Background: an optimization exercise with open tools, aiming at small area, a short achievable clock period and few clock cycles. Do not read the settings as production practice.
RTL that was checked went through simulation tests only; none was proved equivalent to the original.
No functional check of the RTL was part of runs 1 and 3.
Power is estimated from default activity; no workload was simulated.

==> flow/design.v (outline; a module is shown in full before it is edited, if it fits) <==
// module mvm_axil_slave: 107 lines
// module mvm_operand_buffer: 28 lines
// module mvm_engine: 85 lines
// module mvm_dot: 2824 lines
// module mvm_top: 136 lines
// module mvm_accel: 41 lines
module mvm_accel (
  input  wire        clk_main_a0,
  input  wire        rst_main_n_sync,
  input  wire        awvalid,
  input  wire [31:0] awaddr,
  input  wire        wvalid,
  input  wire [31:0] wdata,
  input  wire        bready,
  input  wire        arvalid,
  input  wire [31:0] araddr,
  input  wire        rready,
  output wire        awready,
  output wire        wready,
  output wire        bvalid,
  output wire [1:0]  bresp,
  output wire        arready,
  output wire        rvalid,
  output wire [31:0] rdata,
  output wire [1:0]  rresp
);
  // ...
==> flow/flow/run.sh <==
#!/bin/bash
# The standard layout, with timing repair asked to leave more setup slack
# than the clock period needs, so that it also shortens the paths that
# already meet the period, and plain buffers on the ports.
set -euo pipefail
export BUFFER_PORTS_ARGS="-buffer_cell sky130_fd_sc_hd__buf_2"
bash standard.sh SETUP_SLACK_MARGIN=8.5 finish > standard_flow.log 2>&1
==> flow/standard.sh <==
#!/bin/bash
# synth_recipe.tcl (not shown) runs the flow's synth.tcl, then flattens the netlist and writes it again
# the make line also repeats each setting of config.mk as NAME=value (left out here)
make -C /OpenROAD-flow-scripts/flow DESIGN_CONFIG=/design/flow/config.mk WORK_HOME=/design/flow/orfs CLKGATE_MAP_FILE= SYNTH_SCRIPT=/design/flow/synth_recipe.tcl "${@:-finish}"
==> flow/config.mk <==
export PLATFORM = sky130hd
export DESIGN_NAME = mvm_accel
export DESIGN_NICKNAME = mvm_accel
export VERILOG_FILES = /design/flow/design.v
export SDC_FILE = /design/flow/constraint.sdc
export NUM_CORES = 4
export LEC_CHECK = 0
export CAP_MARGIN = 20
export CORE_MARGIN = 2
export CORE_UTILIZATION = 60
export CTS_CLUSTER_DIAMETER = 100
export CTS_CLUSTER_SIZE = 30
export SLEW_MARGIN = 20
==> flow/constraint.sdc <==
create_clock -name core_clock -period 12.0 [get_ports {clk_main_a0}]
set_input_delay 2.4000 -clock core_clock [delete_from_list [all_inputs] [get_ports {clk_main_a0}]]
set_output_delay 2.4000 -clock core_clock [all_outputs]
set_load 0.01 [all_outputs]
==> flow_summary.toml, run 1 <==
[synth]
synthAdderAreaFrac_pct = 9.69
yosysMostFrequentCell = "dfxtp_1"
ys.warnings.count = 5
ys_seq_area_share_pct = 71.0

[layout]
finalCoreUtilization_pct = 67.3
seq_cell_count = 2564
syn_to_final_growth_pct = 11.7
regArea_um2 = 53800

[routing]
ant_nets = 0
route.met3.wl_um = 19000
num_vias = 39900

[sta]
hold_viol = 0
drv_slew = 0
setup_slack_ns = 8.18
fmax_mhz = 262

[status]
status = "no timing/DRC/antenna violations"

[min_path]
whs_path_depth = 0
hold_path_class = "flop to flop"

[cts]
htreeDepth = 3
clkSlewWorstSetupHoldPaths_ns = 0.12
clockBufferDepth = 3

[grt]
track_usage_pct = 30.7

[critical_path]
cp_num_cells = 9
cp_cell_sequence = "buf_6, nor4_4, nand4_1, nor3_4, nor3b_4, buf_4, or3b_4, o22ai_2, mux2_4"

[floorplanning]
core_area_um2 = 125000
chipHeight_um = 359
tapCellCount = 1650

[placement]
dp_hpwl_um = 134000

[power_and_ir_drop]
power_leader = "sequential cells"
p_per_area_nw_per_um2 = 164
clkPwrFrac_pct = 29.5
==> module mvm_axil_slave, before the edit <==
module mvm_axil_slave (
  input  logic        clk_main_a0,
  input  logic        rst_main_n_sync,
  input  logic        awvalid,
  input  logic [31:0] awaddr,
  input  logic        wvalid,
  input  logic [31:0] wdata,
  input  logic        bready,
  input  logic        arvalid,
  input  logic [31:0] araddr,
  input  logic        rready,
  output logic        awready,
  output logic        wready,
  output logic        bvalid,
  output logic [1:0]  bresp,
  output logic        arready,
  output logic        rvalid,
  output logic [31:0] rdata,
  output logic [1:0]  rresp,
  input  logic        load_ok_next,
  output logic        wr_do,
  output logic        wr_data,
  output logic [31:0] wr_word,
  input  logic        busy_next,
  input  logic        result_zero,
  input  logic [127:0] result
);
  logic        aw_got, w_got;
  logic        aw_hs, w_hs;
  logic        aw_got_n, w_got_n, pair;
  logic        bvalid_n;
  logic        wr_scr;
  logic [31:0] scratch;
  logic [1:0]  rd_ptr;
  logic [31:0] rd_word;
  logic [31:0] rdata_hold;
  logic        rvalid_n;
  assign aw_hs    = awvalid && awready;
  assign w_hs     = wvalid && wready;
  assign aw_got_n = aw_got || aw_hs;
  assign w_got_n  = w_got || w_hs;
  assign pair     = aw_got_n && w_got_n;
  assign bvalid_n = pair || (bvalid && !bready);
  always_ff @(posedge clk_main_a0) begin
    if (!rst_main_n_sync) begin
      aw_got  <= 1'b0;
      w_got   <= 1'b0;
      bvalid  <= 1'b0;
      wr_do   <= 1'b0;
      awready <= 1'b1;
      wready  <= 1'b1;
    end else begin
      aw_got  <= aw_got_n && !pair;
      w_got   <= w_got_n && !pair;
      bvalid  <= bvalid_n;
      wr_do   <= pair;
      awready <= !(aw_got_n && !pair) && !bvalid_n && load_ok_next;
      wready  <= !(w_got_n && !pair) && !bvalid_n && load_ok_next;
    end
  end
  always_ff @(posedge clk_main_a0) begin
    if (aw_hs) begin
      wr_data <= awaddr == mvm_pkg::data_addr;
      wr_scr  <= awaddr == mvm_pkg::scratch_addr;
    end
    if (w_hs) begin
      wr_word <= wdata;
    end
  end
  always_ff @(posedge clk_main_a0) begin
    if (!rst_main_n_sync) begin
      scratch <= '0;
    end else if (wr_do && wr_scr) begin
      scratch <= wr_word;
    end
  end
  always_comb begin
    case (araddr)
      mvm_pkg::data_addr:    rd_word = result_zero ? 32'h0 : result[32*rd_ptr +: 32];
      mvm_pkg::status_addr:  rd_word = {31'h0, busy_next};
      mvm_pkg::scratch_addr: rd_word = scratch;
      default:               rd_word = mvm_pkg::unimpl_value;
    endcase
  end
  assign rvalid_n = (arvalid && arready) || (rvalid && !rready);
  always_ff @(posedge clk_main_a0) begin
    if (!rst_main_n_sync) begin
      rvalid  <= 1'b0;
      arready <= 1'b1;
      rd_ptr  <= '0;
    end else begin
      rvalid  <= rvalid_n;
      arready <= !rvalid_n;
      if (arvalid && arready && araddr == mvm_pkg::data_addr) begin
        rd_ptr <= rd_ptr + 1'b1;
      end
    end
  end
  always_ff @(posedge clk_main_a0) begin
    if (arvalid && arready) begin
      rdata_hold <= rd_word;
    end
    rdata <= ((arvalid && arready) || !rvalid) ? rd_word : rdata_hold;
  end
  assign bresp = 2'b00;
  assign rresp = 2'b00;
endmodule
==> run 2: changes to the inputs <==
--- a/flow/design.v
+++ b/flow/design.v
@@ -51,7 +51,6 @@
   logic [31:0] scratch;
   logic [1:0]  rd_ptr;
   logic [31:0] rd_word;
-  logic [31:0] rdata_hold;
   logic        rvalid_n;
   assign aw_hs    = awvalid && awready;
   assign w_hs     = wvalid && wready;
@@ -116,9 +115,8 @@
   end
   always_ff @(posedge clk_main_a0) begin
     if (arvalid && arready) begin
-      rdata_hold <= rd_word;
+      rdata <= rd_word;
     end
-    rdata <= ((arvalid && arready) || !rvalid) ? rd_word : rdata_hold;
   end
   assign bresp = 2'b00;
   assign rresp = 2'b00;
--- a/flow/flow/run.sh
+++ b/flow/flow/run.sh
@@ -4,4 +4,4 @@
 # already meet the period, and plain buffers on the ports.
 set -euo pipefail
 export BUFFER_PORTS_ARGS="-buffer_cell sky130_fd_sc_hd__buf_2"
-bash standard.sh SETUP_SLACK_MARGIN=8.5 finish > standard_flow.log 2>&1
+bash standard.sh SETUP_SLACK_MARGIN=8.3 finish > standard_flow.log 2>&1
==> flow_summary.toml, run 2 <==
[status]
status = "no timing/DRC/antenna violations"

[power_and_ir_drop]
p_switching_w = 0.00308
seq_power_share_pct = 65.0
combinationalPowerShare_pct = 5.8
p_total_w = 0.0136
intPower_w = 0.0105
p_leak_nw = 31.8
swShare_pct = 22.7
peakVddDrop_uv = 199
p_per_area_nw_per_um2 = 166
clkPwrFrac_pct = 29.2

[grt]
gr-total-overflow = 0
grt_pass1_vias = 37300
track_usage_pct = 30.4
use_met3_pct = 6.82
met1_usage_pct = 44.1
grt_max_degree = 63
grt_use_met2_pct = 45.0
grt_first_pass_wirelength_um = 268000
antenna_found_initial = 26
busiest_layer = "met2"

[sta]
rsz0062_at_grt = "yes"
slew_headroom_pct = 20.4
fmax_mhz = 253
finalCriticalPeriod_ns = 3.95
setup_violations = 0
drv_slew = 0
finalCritPeriodShare_pct = 32.9
setup_slack_ns = 8.05
worst_slew_pin_slew_ns = 1.19
final.setup_skew_ns = 0.0610
whs_ns = 0.289
hold_viol = 0
fin_setup_tns_ns = 0

[routing]
drt-initial-drc-count = 3900
detail_route.wl_per_cell_um = 26.1
post-route-drc-count = 0
dr.pass1.iters = 5
viasPerCell = 5.22
num_vias = 38400
drt-total-wl_um = 192000
ant_nets = 0

[layout]
layout_commonest_cell = "dfxtp_1"
largest_reg_flops = 2176
reg_top3 = "u_top.u_buffer.ring x2176, u_top.u_engine.vcur x128, u_top.u_engine.u_dot.q1 x44"
layout-drive-gt1-share_pct = 12.9
layout_common_cells = "dfxtp_1, nand2_1, inv_1"
largest-register = "u_top.u_buffer.ring"
final_cell_count_no_fill = 7360
syn_to_final_growth_pct = 9.68
final_nets = 6159

[critical_path]
crit_path_max_incr_delay_ns = 0.56
slowest_stage = "edfxtp_1"
path_buf_inv = 1
critPathCaptureType = "primary output"
critPathTopFamily = "flip-flops"
start_kind = "flop"
crit_arrival_ns = 1.55
cp_cell_sequence = "buf_6"
cp_max_fo = 1
criticalPathCategory = "flop to primary output"
cp_data_required_time_ns = 9.60

[floorplanning]
chipHeight_um = 356
die-area_um2 = 127000
initial_utilization_pct = 60.4
core_area_um2 = 123000
row_count = 129
pin_count = 144
die_w_um = 356

[synth]
synth_top_area_share_pct = 61.8
yosysMostFrequentCell = "dfxtp_1"
ys.warnings.count = 5
ys_ff_latch = 2532
async_flop_share_pct = 0
synth_area_leader_cell = "dfxtp_1"
synth_area_leaders = "dfxtp_1, edfxtp_1, fa_1, nand2_1, and2_1"
synth_commonest_cells = "dfxtp_1, nand2_1, inv_1, fa_1, and2_1"
yosysUniqueCellTypes = 83
ys_seq_area_share_pct = 71.1
syn_inst = 5368
syn-mean-instance-area_um2 = 13.9
synthesis.area_um2 = 74500
synthFlopType = "dfxtp_1"
synth_edf_count = 232

[placement]
dp_cells = 7085
globalplace.congestion = 1.02
dp_hpwl_um = 135000
pre_cts_slack_ns = 7.01
io_buffers = 139

[cts]
htreeDepth = 3
clockBufferDepth = 3
cts_tree = "yes"
insertion_delay_ns = 0.77
root_buffer = "clkbuf_16"
cts_buffers = 97
clkSlewWorstSetupHoldPaths_ns = 0.12
clkSinkCount = 2532

[flow_run]
cap_violations = 0

[min_path]
hold_path_class = "flop to flop"
run 2: changes by cell type after synthesis, sizes merged, moves of 10 or more:
| cell | before | now |
|---|---|---|
| clkbuf | 100 | 78 |
| xnor2 | 226 | 236 |
| o22ai | 27 | 5 |
| buf | 20 | 30 |
| inv | 391 | 367 |
| dfxtp | 2332 | 2300 |
| nor2 | 119 | 101 |
| mux2i | 21 | 10 |
| a21boi | 34 | 1 |
| mux2 | 142 | 106 |
| a21oi | 43 | 74 |
| o21ai | 136 | 146 |
run 2: worst paths after layout:
path / startpoint / endpoint / slack, ns / depth (start not counted)
max: u_top.u_slave.rdata[19] / rdata[19] / 8.05 / 1
min reg2reg: u_top.u_buffer.ring[1669] / u_top.u_buffer.ring[1797] / 0.29 / 0
min: u_top.u_buffer.ring[1669] / u_top.u_buffer.ring[1797] / 0.29 / 0
max reg2reg: u_top.u_engine.vcur[68] / u_top.u_engine.u_dot.q1[31] / 8.22 / 9
run 2: stage by stage:
stage,util [%],cell area (um^2)
floorplan,-,74700
CTS,65.7,81200
global placement,62.7,77400
global route,66.2,81700
detailed placement,62.7,77400
finish,66.2,81700
run 2: area by class of cell:
cell class                 count  area (um^2)
clock buffer                 125         2540
timing repair buffer         313         2270
antenna                        6         15.0
clock inverter                14          243
fill                        9040        41700
multi-input combinational   2366        20100
tap                         1637         2050
sequential                  2532        53100
inverter                     367         1390
run 2: cells by family after synthesis:
group                    count (synthesis)  share of synthesized area, %
XOR/XNOR                               299                          3.51
other                                    1                       0.00503
AO/OA/AOI/OAI                          299                          2.39
flip-flops                            2532                          71.1
multiplexers                           148                          2.70
AND/OR/NAND/NOR                       1235                          7.96
buffers and inverters                  475                          2.46
adder cells (fa/ha/maj)                379                          9.83
run 2: power groups by stage:
stage                     clock [W]  combinational [W]  sequential [W]
after floorplan                   0           0.000398         0.00896
after CTS                   0.00404           0.000781         0.00883
final                       0.00396           0.000788         0.00883
after detailed placement          0           0.000774         0.00902
after global placement            0           0.000767         0.00901
after global routing        0.00433           0.000841         0.00885
run 2: what timing repair did:
item	in CTS	in global routing
setup endpoints to repair	155	156
pin swaps	14	28
cloned	2	4
hold endpoints to repair	0	0
gates resized for setup	93	79
hold buffers	0	0
buffers inserted	98	26
run 2: routing by layer:
layer  part of all wire (%)  routed length (um)  up-vias
met1                     44               83600    19100
li1                       -                   -    17400
met2                     43               82400     1581
met3                    9.4               18000      290
met5                  0.018                  34        -
met4                    4.1                7880        6
Testbench counts of run 2, summed over its fixed seeds: cycles 5,974.
==> run 3: changes to the inputs <==
--- a/flow/design.v
+++ b/flow/design.v
@@ -51,6 +51,7 @@
   logic [31:0] scratch;
   logic [1:0]  rd_ptr;
   logic [31:0] rd_word;
+  logic [31:0] rdata_hold;
   logic        rvalid_n;
   assign aw_hs    = awvalid && awready;
   assign w_hs     = wvalid && wready;
@@ -115,8 +116,9 @@
   end
   always_ff @(posedge clk_main_a0) begin
     if (arvalid && arready) begin
-      rdata <= rd_word;
+      rdata_hold <= rd_word;
     end
+    rdata <= ((arvalid && arready) || !rvalid) ? rd_word : rdata_hold;
   end
   assign bresp = 2'b00;
   assign rresp = 2'b00;
==> flow/flow/run.sh (replaced) <==
#!/bin/bash
# The standard layout with two changes:
# - synthesis is the standard one (synth_recipe.tcl) except that Yosys's
#   generic "synth" command runs without its quick ABC pass, which otherwise
#   reshapes the full-adder logic so that extract_fa leaves an inverter
#   between most full adders; registers, their names and cells are the same;
# - timing repair is asked to leave more setup slack than the clock period
#   needs, so that it also shortens the paths that already meet it;
# and plain buffers on the ports.
set -euo pipefail
sed 's/yosys synth -nofsm -noshare {\*}\$args/yosys synth -nofsm -noshare -noabc {*}$args/' \
  synth_recipe.tcl > flow_synth.tcl
grep -q -- '-noabc' flow_synth.tcl
export BUFFER_PORTS_ARGS="-buffer_cell sky130_fd_sc_hd__buf_2"
bash standard.sh SYNTH_SCRIPT="$PWD/flow_synth.tcl" SETUP_SLACK_MARGIN=8.6 finish > standard_flow.log 2>&1
--- a/flow/config.mk
+++ b/flow/config.mk
@@ -8,6 +8,6 @@
 export CAP_MARGIN = 20
 export CORE_MARGIN = 2
 export CORE_UTILIZATION = 60
-export CTS_CLUSTER_DIAMETER = 100
-export CTS_CLUSTER_SIZE = 30
+export CTS_CLUSTER_DIAMETER = 90
+export CTS_CLUSTER_SIZE = 25
 export SLEW_MARGIN = 20
==> flow_summary.toml, run 3 <==
[floorplanning]
initial_utilization_pct = 60.4
die-area_um2 = 127000
pin_count = 144
row_count = 129
chipHeight_um = 356
core_area_um2 = 123000
die_w_um = 356

[layout]
finalCoreUtilization_pct = 67.6
largest_reg_flops = 2176
syn_to_final_growth_pct = 12.0
largest-register = "u_top.u_buffer.ring"
final_cell_count_no_fill = 7163
layout-drive-gt1-share_pct = 18.9
final_nets = 5962
layout_common_cells = "dfxtp_1, nand2_1, and2_1"
layout_commonest_cell = "dfxtp_1"
reg_top3 = "u_top.u_buffer.ring x2176, u_top.u_engine.vcur x128, u_top.u_engine.u_dot.q1 x44"

[placement]
io_buffers = 139
dp_cells = 6813
dp_hpwl_um = 135000
globalplace.congestion = 0.992

[grt]
grt_max_degree = 72
grt_pass1_vias = 37500
gr-total-overflow = 0
grt_first_pass_wirelength_um = 276000
track_usage_pct = 31.4
antenna_found_initial = 25

[power_and_ir_drop]
p_leak_nw = 33.8
p_per_area_nw_per_um2 = 168
peakVddDrop_uv = 166

[synth]
ys.warnings.count = 5
synthFlopType = "dfxtp_1"
synth_top_area_share_pct = 62.6
yosysMostFrequentCell = "dfxtp_1"
ys_seq_area_share_pct = 72.0
yosysUniqueCellTypes = 79
syn-mean-instance-area_um2 = 14.7
synth_area_leaders = "dfxtp_1, edfxtp_1, fa_1, and2_1, nand2_1"
syn_inst = 5088
async_flop_share_pct = 0
ys_ff_latch = 2564
synthesis.area_um2 = 74500
synth_commonest_cells = "dfxtp_1, nand2_1, and2_1, fa_1, edfxtp_1"
synth_area_leader_cell = "dfxtp_1"
synth_edf_count = 232

[routing]
num_vias = 38500
ant_nets = 0
drt-total-wl_um = 199000
post-route-drc-count = 0
drt-initial-drc-count = 3855
detail_route.wl_per_cell_um = 27.8
viasPerCell = 5.37
dr.pass1.iters = 8

[sta]
setup_violations = 0
fin_setup_tns_ns = 0
whs_ns = 0.301
hold_viol = 0
slew_headroom_pct = 28.3
rsz0062_at_grt = "yes"
finalCritPeriodShare_pct = 31.9
fmax_mhz = 261
final.setup_skew_ns = 0.0579
worst_slew_pin_slew_ns = 1.08
drv_slew = 0
finalCriticalPeriod_ns = 3.83

[critical_path]
crit_start = "araddr[22]"
crit_arrival_ns = 4.52
start_kind = "primary input"
cp_max_fo = 13
worst_r2r_startpoint = "u_top.u_engine.vcur[58]"
critPathCaptureType = "flop"
cp_data_required_time_ns = 12.69
criticalPathCategory = "primary input to flop"

[cts]
clkSlewWorstSetupHoldPaths_ns = 0.09
htreeDepth = 3
cts_tree = "yes"
cts_buffers = 115
clockBufferDepth = 3
clkSinkCount = 2564
insertion_delay_ns = 0.80
root_buffer = "clkbuf_16"

[flow_run]
cap_violations = 0

[status]
status = "no timing/DRC/antenna violations"

[min_path]
min-delay-start = "u_top.u_buffer.ring[842]"
hold_path_class = "flop to flop"
[run 3: worst paths after layout]
check | slack [ns] | end | cells after the start
setup / recovery | 8.17 | u_top.u_slave.rdata[25] | 9
hold / removal | 0.30 | u_top.u_buffer.ring[970] | 0
setup reg to reg | 8.39 | u_top.u_engine.u_dot.q1[21] | 6
hold reg to reg | 0.30 | u_top.u_buffer.ring[970] | 0
[run 3: cell families (layout without fill, tap and decap cells)]
logic type               Yosys count  count (layout)  synth area share, %
XOR/XNOR                         294             294                 3.52
AO/OA/AOI/OAI                    296             298                 2.43
buffers and inverters            134             557                0.727
flip-flops                      2564            2564                 72.0
AND/OR/NAND/NOR                 1247            1247                 8.44
other                              1              14              0.00503
adder cells (fa/ha/maj)          386             386                 9.94
multiplexers                     166             166                 2.98
[run 3: layout make-up]
type / count / area (um^2)
Sequential cell: 2564 / 53800
Timing Repair Buffer: 370 / 2910
Multi-Input combinational cell: 2395 / 21300
Clock inverter: 13 / 255
Clock buffer: 146 / 3020
Fill cell: 8753 / 40000
Inverter: 28 / 131
Tap cell: 1637 / 2050
Antenna cell: 10 / 25.0
[run 3: per-stage QoR]
step	setup slack (ns)	total power (W)	instance area, um^2
after floorplan	7.71	0.00945	74700
after global placement	7.31	0.00985	77400
after detailed placement	7.26	0.00986	77400
after CTS	8.28	0.0141	82900
after global routing	8.15	0.0145	83500
final	8.17	0.0141	83500
[run 3: worst max-delay path, stage by stage]
cell and delay [ns]:
buf_6 0.10, nor4_4 0.29, nand2_2 0.12, or4_4 0.53, or4_4 0.47, nor2_4 0.12
buf_12 0.15, a221o_1 0.18, mux2_2 0.15
[run 3: report_power, final]
group	switching (W)	internal, W	total, W
Combinational	0.000507	0.000265	0.000772
Sequential	0.000135	0.00880	0.00893
Clock	0.00255	0.00180	0.00435
[run 3: timing repair]
action	CTS	global route
resized for setup	351	114
cloned	6	1
pin swaps	149	80
buffers inserted	151	23
endpoints found under the setup margin	216	212
hold buffers	0	0
[run 3: metal layers]
metal / up-vias / global-route usage (%) / routed length, um
met4: 8 / 13.6 / 9110
met1: 19400 / 43.3 / 84200
met2: 1583 / 48.3 / 90000
li1: 17200 / - / -
met3: 355 / 6.81 / 16000
met5: - / 0 / 45
==> run 4: changes to the inputs <==
--- a/flow/design.v
+++ b/flow/design.v
@@ -51,6 +51,8 @@
   logic [31:0] scratch;
   logic [1:0]  rd_ptr;
   logic [31:0] rd_word;
+  logic        rd_near;
+  logic [31:0] rd_low;
   logic [31:0] rdata_hold;
   logic        rvalid_n;
   assign aw_hs    = awvalid && awready;
@@ -92,14 +94,20 @@
       scratch <= wr_word;
     end
   end
+  assign rd_near = (araddr & ~32'h0000_004c) == (mvm_pkg::data_addr & ~32'h0000_004c);
   always_comb begin
-    case (araddr)
-      mvm_pkg::data_addr:    rd_word = result_zero ? 32'h0 : result[32*rd_ptr +: 32];
-      mvm_pkg::status_addr:  rd_word = {31'h0, busy_next};
-      mvm_pkg::scratch_addr: rd_word = scratch;
-      default:               rd_word = mvm_pkg::unimpl_value;
+    case ({araddr[6], araddr[3], araddr[2]})
+      {mvm_pkg::data_addr[6], mvm_pkg::data_addr[3], mvm_pkg::data_addr[2]}:
+        rd_low = result_zero ? 32'h0 : result[32*rd_ptr +: 32];
+      {mvm_pkg::status_addr[6], mvm_pkg::status_addr[3], mvm_pkg::status_addr[2]}:
+        rd_low = {31'h0, busy_next};
+      {mvm_pkg::scratch_addr[6], mvm_pkg::scratch_addr[3], mvm_pkg::scratch_addr[2]}:
+        rd_low = scratch;
+      default:
+        rd_low = mvm_pkg::unimpl_value;
     endcase
   end
+  assign rd_word = rd_near ? rd_low : mvm_pkg::unimpl_value;
   assign rvalid_n = (arvalid && arready) || (rvalid && !rready);
   always_ff @(posedge clk_main_a0) begin
     if (!rst_main_n_sync) begin
==> flow_summary.toml, run 4 <==
[status]
status = "no timing/DRC/antenna violations"

[floorplanning]
row_count = 129
die-area_um2 = 127000
die_w_um = 356
core_area_um2 = 123000
pin_count = 144
initial_utilization_pct = 60.4
chipHeight_um = 356

[layout]
largest_reg_flops = 2176
layout_common_cells = "dfxtp_1, and2_1, nand2_1"
layout_commonest_cell = "dfxtp_1"
largest-register = "u_top.u_buffer.ring"
final_nets = 5908
final_cell_count_no_fill = 7122
layout-drive-gt1-share_pct = 19.5
reg_top3 = "u_top.u_buffer.ring x2176, u_top.u_engine.vcur x128, u_top.u_engine.u_dot.q1 x44"
syn_to_final_growth_pct = 12.1

[cts]
clkSinkCount = 2564
htreeDepth = 3
clockBufferDepth = 3
ctsHoldBuffers = 0
root_buffer = "clkbuf_16"
cts_tree = "yes"
cts_buffers = 115
insertion_delay_ns = 0.80
clkSlewWorstSetupHoldPaths_ns = 0.10

[critical_path]
cp_cell_sequence = "buf_6"
critPathCaptureType = "primary output"
critPathTopFamily = "flip-flops"
crit_path_max_incr_delay_ns = 0.37
crit_start = "u_top.u_slave.rdata[9]"
cp_num_cells = 1
cp_max_fo = 1
worstRegToRegCells = 10
worst_r2r_startpoint = "u_top.u_engine.vcur[14]"
crit_arrival_ns = 1.28
r2r-end = "u_top.u_engine.u_dot.q2[12]"
cp-endpoint = "rdata[9]"
slowest_stage = "dfxtp_2"
rrSetupSlack_ns = 8.35
cp_data_required_time_ns = 9.60
start_kind = "flop"
criticalPathCategory = "flop to primary output"
path_buf_inv = 1

[synth]
syn-mean-instance-area_um2 = 14.8
synth_commonest_cells = "dfxtp_1, and2_1, nand2_1, fa_1, edfxtp_1"
synth_compound_area_share_pct = 2.40
ys.warnings.count = 5
ys_ff_latch = 2564
synth_mux_area_share_pct = 3.44
synthFlopType = "dfxtp_1"
ys_seq_area_share_pct = 72.0
yosysUniqueCellTypes = 79
syn_inst = 5043
synthAdderAreaFrac_pct = 9.88
async_flop_share_pct = 0
synth_top_area_share_pct = 62.6
synth_xor_area_share_pct = 3.44
synthSimpleGateAreaFrac_pct = 8.09
synth_area_leaders = "dfxtp_1, edfxtp_1, fa_1, and2_1, xnor2_1"
synthesis.area_um2 = 74500
yosysMostFrequentCell = "dfxtp_1"
synth_top_family_by_area = "adder cells"
synth_area_leader_cell = "dfxtp_1"
synth_edf_count = 232

[sta]
setup_violations = 0
finalCritPeriodShare_pct = 30.6
worst_slew_pin_slew_ns = 1.02
slew_headroom_pct = 32.1
final.setup_skew_ns = 0.0720
setup_slack_ns = 8.32
fmax_mhz = 272
drv_slew = 0
whs_ns = 0.277
hold_viol = 0
rsz0062_at_grt = "yes"
finalCriticalPeriod_ns = 3.68
fin_setup_tns_ns = 0

[routing]
dr.pass1.iters = 6
detail_route.wl_per_cell_um = 26.6
viasPerCell = 5.33
drt-initial-drc-count = 3788
ant_nets = 0
num_vias = 38000
post-route-drc-count = 0
drt-total-wl_um = 189000

[power_and_ir_drop]
intPower_w = 0.0109
peakVddDrop_uv = 188
clkPwrFrac_pct = 30.8
p_per_area_nw_per_um2 = 168
p_leak_nw = 33.4
p_switching_w = 0.00318
seq_power_share_pct = 63.5
combinationalPowerShare_pct = 5.7
swShare_pct = 22.6

[flow_run]
cap_violations = 0

[placement]
dp_cells = 6759
dp_hpwl_um = 131000
globalplace.congestion = 1.01
io_buffers = 139
pre_cts_slack_ns = 7.35

[grt]
grt_pass1_vias = 37000
track_usage_pct = 30.0
antenna_found_initial = 29
grt_first_pass_wirelength_um = 265000
grt_max_degree = 72
gr-total-overflow = 0

[min_path]
hold_path_class = "flop to flop"
whs_path_depth = 0
min-delay-start = "u_top.u_buffer.ring[37]"
[run 4: power groups by stage]
stage	combinational, W	clock [W]	sequential, W
final	0.000797	0.00433	0.00893
after global routing	0.000844	0.00474	0.00894
after CTS	0.000784	0.00443	0.00893
after detailed placement	0.000765	0	0.00912
after global placement	0.000756	0	0.00912
after floorplan	0.000406	0	0.00906
[run 4: final cells by class]
cell class              instances  area (um^2)
flip-flops and latches       2564        53800
fillers                      8752        39900
multi-input cells            2345        21400
clock buffers                 149         3010
repair buffers                374         2890
well taps                    1637         2050
clock inverters                14          289
inverters                      23          101
diodes                         16         40.0
[run 4: worst min-delay path by stage]
stage	endpoint
after floorplan	u_top.u_buffer.ring[1000]
after global placement	u_top.u_buffer.ring[931]
after detailed placement	u_top.u_buffer.ring[1281]
after CTS	u_top.u_buffer.ring[165]
after global routing	u_top.u_buffer.ring[165]
final	u_top.u_buffer.ring[165]
[run 4: kinds of logic (layout without fill, tap and decap cells)]
group | after synthesis | after routing
DFF | 2564 | 2564
and+or+nand+nor | 1172 | 1174
adders and majority gates | 382 | 382
AOI/OAI and AO/OA | 296 | 296
xor gates and xnor gates | 292 | 292
muxes | 197 | 197
buffers and inverters | 139 | 560
other | 1 | 20
[run 4: through the flow]
| step | util (%) | power, W | instance area [um^2] |
|---|---|---|---|
| finish | 67.7 | 0.0141 | 83600 |
| global route | 67.7 | 0.0145 | 83500 |
| CTS | 67.0 | 0.0141 | 82700 |
| detailed placement | 62.8 | 0.00989 | 77500 |
| global placement | 62.8 | 0.00988 | 77500 |
| floorplan | - | 0.00947 | 75000 |
[run 4: what timing repair did]
item / in CTS / in global routing
resized for setup: 305 / 131
hold endpoints to repair: 0 / 0
pin swaps: 115 / 99
gates cloned: 0 / 2
setup endpoints to repair: 176 / 145
setup buffers: 144 / 38
[run 4: metal layers]
metal	part of all wire (%)	routed length (um)	track usage (%)
met1	43	81200	42.0
met2	45	84700	46.0
met3	8.0	15100	6.16
met4	4.4	8290	12.3
met5	0.011	21	0
Testbench counts of run 4, summed over its fixed seeds: cycles 5,974.
==> run 5: changes to the inputs <==
==> flow/flow/run.sh (replaced) <==
#!/bin/bash
# The standard layout, with timing repair asked to leave more setup slack
# than the clock period needs, so that it also shortens the paths that
# already meet the period, and plain buffers on the ports.
set -euo pipefail
export BUFFER_PORTS_ARGS="-buffer_cell sky130_fd_sc_hd__buf_2"
bash standard.sh SETUP_SLACK_MARGIN=8.35 finish > standard_flow.log 2>&1
==> flow_summary.toml, run 5 <==
[status]
status = "no timing/DRC/antenna violations"

[cts]
ctsHoldBuffers = 0
clockBufferDepth = 3
clkSlewWorstSetupHoldPaths_ns = 0.11
htreeDepth = 3
root_buffer = "clkbuf_16"
insertion_delay_ns = 0.82
cts_buffers = 116
cts_tree = "yes"
clkSinkCount = 2564

[routing]
post-route-drc-count = 0
ant_nets = 0
num_vias = 39800
dr.pass1.iters = 6
detail_route.wl_per_cell_um = 26.7
viasPerCell = 5.31
drt-initial-drc-count = 4225
drt-total-wl_um = 200000

[layout]
syn_to_final_growth_pct = 11.0
largest-register = "u_top.u_buffer.ring"
final_area_um2 = 83900
final_cell_count_no_fill = 7496
layout_common_cells = "dfxtp_1, nand2_1, inv_1"
layout_commonest_cell = "dfxtp_1"
fill_cells = 9056
largest_reg_flops = 2176
layout-drive-gt1-share_pct = 15.4
final_nets = 6268
finalCoreUtilization_pct = 67.0
reg_top3 = "u_top.u_buffer.ring x2176, u_top.u_engine.vcur x128, u_top.u_engine.u_dot.q1 x44"

[min_path]
hold_path_class = "flop to flop"
whs_path_depth = 0
min-delay-start = "u_top.u_buffer.ring[1979]"
hold_end = "u_top.u_buffer.ring[2107]"

[sta]
fmax_mhz = 269
drv_slew = 0
worst_slew_pin_slew_ns = 1.15
finalCritPeriodShare_pct = 31.0
finalCriticalPeriod_ns = 3.72
final.setup_skew_ns = 0.0820
slew_headroom_pct = 23.3
setup_violations = 0
whs_ns = 0.283
hold_viol = 0
fin_setup_tns_ns = 0
rsz0062_at_grt = "yes"

[grt]
grt_pass1_vias = 39100
grt_max_degree = 74
gr-total-overflow = 0
track_usage_pct = 31.2
grt_first_pass_wirelength_um = 281000
antenna_found_initial = 29

[power_and_ir_drop]
peakVddDrop_uv = 170
p_leak_nw = 32.9
p_per_area_nw_per_um2 = 167

[critical_path]
start_kind = "flop"
cp_data_required_time_ns = 12.69
worst_r2r_startpoint = "u_top.u_engine.vcur[67]"
worstRegToRegCells = 9
criticalPathCategory = "flop to flop"
critPathCaptureType = "flop"
r2r-end = "u_top.u_engine.u_dot.q1[31]"
rrSetupSlack_ns = 8.28
crit_arrival_ns = 4.41
cp_max_fo = 5

[floorplanning]
core_area_um2 = 125000
die-area_um2 = 129000
die_w_um = 359
chipHeight_um = 359
pin_count = 144
row_count = 130
initial_utilization_pct = 60.3

[placement]
globalplace.congestion = 0.991
dp_cells = 7139
dp_hpwl_um = 136000
dpl-instance-area_um2 = 78500
io_buffers = 139

[synth]
synth_top_area_share_pct = 61.8
synth_area_leaders = "dfxtp_1, edfxtp_1, fa_1, nand2_1, and2_1"
ys_seq_area_share_pct = 71.0
synth_area_leader_cell = "dfxtp_1"
async_flop_share_pct = 0
synth_edf_count = 232
ys_ff_latch = 2564
synthesis.area_um2 = 75600
yosysUniqueCellTypes = 82
synthFlopType = "dfxtp_1"
syn_inst = 5410
yosysMostFrequentCell = "dfxtp_1"
ys.warnings.count = 5
synth_commonest_cells = "dfxtp_1, nand2_1, inv_1, fa_1, and2_1"
syn-mean-instance-area_um2 = 14.0

[flow_run]
cap_violations = 0
[run 5: cell count changes in the layout (fill, tap and decap cells not counted), sizes merged, moves of 8 or more]
| cell | delta |
|---|---|
| mux2i | +8 |
| buf | -11 |
| mux2 | -30 |
| nor4 | +8 |
| o21ai | +35 |
| and2 | -117 |
| nand2 | +222 |
| a21boi | +33 |
| and3 | -8 |
| a21oi | -67 |
| inv | +356 |
| nor2 | -58 |
[run 5: per-layer routing]
| metal | global-route usage, % | vias up | part of all wire, % |
|---|---|---|---|
| met5 | 0 | - | 0.055 |
| met4 | 15.0 | 6 | 5.3 |
| met3 | 6.77 | 393 | 9.2 |
| met2 | 46.3 | 1791 | 43 |
| met1 | 44.0 | 19900 | 42 |
| li1 | - | 17800 | - |
[run 5: timing repair]
item | 4_1_cts | 5_1_grt
buffers inserted | 153 | 22
pin swaps | 23 | 37
gates cloned | 0 | 3
setup endpoints to repair | 147 | 122
gates resized for setup | 179 | 86
[run 5: area by class of cell]
class | count | area [um^2] | share of cell area [%]
diodes | 17 | 42.5 | 0.0507
clock buffers | 147 | 3020 | 3.60
clock inverters | 15 | 274 | 0.327
inverters | 371 | 1390 | 1.66
multi-input cells | 2366 | 20500 | 24.4
flip-flops and latches | 2564 | 53800 | 64.1
well taps | 1650 | 2060 | 2.46
repair buffers | 366 | 2780 | 3.32
[run 5: power breakdown]
group / total (W) / internal (W) / switching (W)
registers: 0.00891 / 0.00879 / 0.000112
clock network: 0.00437 / 0.00181 / 0.00256
logic: 0.000733 / 0.000229 / 0.000504
total: 0.0140 / 0.0108 / 0.00318
[run 5: cell families after synthesis]
group / count (synthesis) / share of synthesized area (%)
other cells: 1 / 0.00496
fa+ha+maj: 380 / 9.71
simple gates: 1206 / 7.71
mux: 175 / 3.06
buf+inv: 483 / 2.45
compound gates: 304 / 2.61
flops: 2564 / 71.0
xor+xnor: 297 / 3.44
[run 5: worst max-delay path by stage]
stage                                   from                          end  slack [ns]  cells after the start
floorplan                    rst_main_n_sync        u_top.u_slave.awready        7.97                      9
global placement             rst_main_n_sync         u_top.u_slave.wready        6.76                      9
detailed placement           rst_main_n_sync        u_top.u_slave.awready        6.79                      9
CTS                     u_top.u_slave.rvalid                       rvalid        8.24                      1
global route        u_top.u_engine.vcur[101]  u_top.u_engine.u_dot.q1[31]        8.23                     10
finish               u_top.u_engine.vcur[67]  u_top.u_engine.u_dot.q1[31]        8.28                      9
[run 5: metrics by stage]
step	setup WS, ns	power, W
global route	8.23	0.0145
floorplan	7.97	0.00940
detailed placement	6.79	0.00982
finish	8.28	0.0140
global placement	6.76	0.00981
CTS	8.24	0.0141
[run 5: worst max-delay path, cell delays in order, from the launching register on]
cell and delay (ns):
edfxtp_1 0.50, buf_4 0.23, and2_1 0.17, fa_1 0.51
inv_1 0.05, fa_2 0.61, fa_1 0.43, fa_1 0.56
inv_2 0.05, fa_2 0.51

-- afterwards: timing with drivers on the ports --
The flow's constraints put no driver on any port. The routed layouts listed below were extracted and timed again, unchanged, in two steps.
Step 1, drivers: a clkbuf_16 drives clk_main_a0 and a buf_2 each remaining input, both assumed.
Step 2 adds t to the input delays and takes it off the output delays; t is the mean of the earliest and latest rising clock arrival at the registers after step 1. Input paths then give back, and output paths get back, about the clock's delay inside the block.
a / b / c = no drivers / after step 1 / after step 2; a / b = the first two.
run	t (ns)	setup slack, ns	hold slack, ns	worst data-port slew with drivers (ns)	cell pins on the clock port's net
run 1	0.840	8.182 / 8.183 / 7.381	0.272 / 0.272 / 0.272	0.06	1
run 2	0.820	8.049 / 7.972 / 7.472	0.289 / 0.289 / 0.289	0.09	1
run 3	0.848	8.170 / 8.212 / 7.364	0.301 / 0.301 / 0.301	0.12	1
run 4	0.850	8.324 / 8.244 / 7.735	0.277 / 0.277 / 0.277	0.07	1
run 5	0.854	8.280 / 8.220 / 7.366	0.283 / 0.283 / 0.283	0.35	1
After both steps every run listed still meets setup and hold. The setup slack of run 5, which loses most, moves by -0.060 ns with the drivers and by -0.914 ns with both steps.
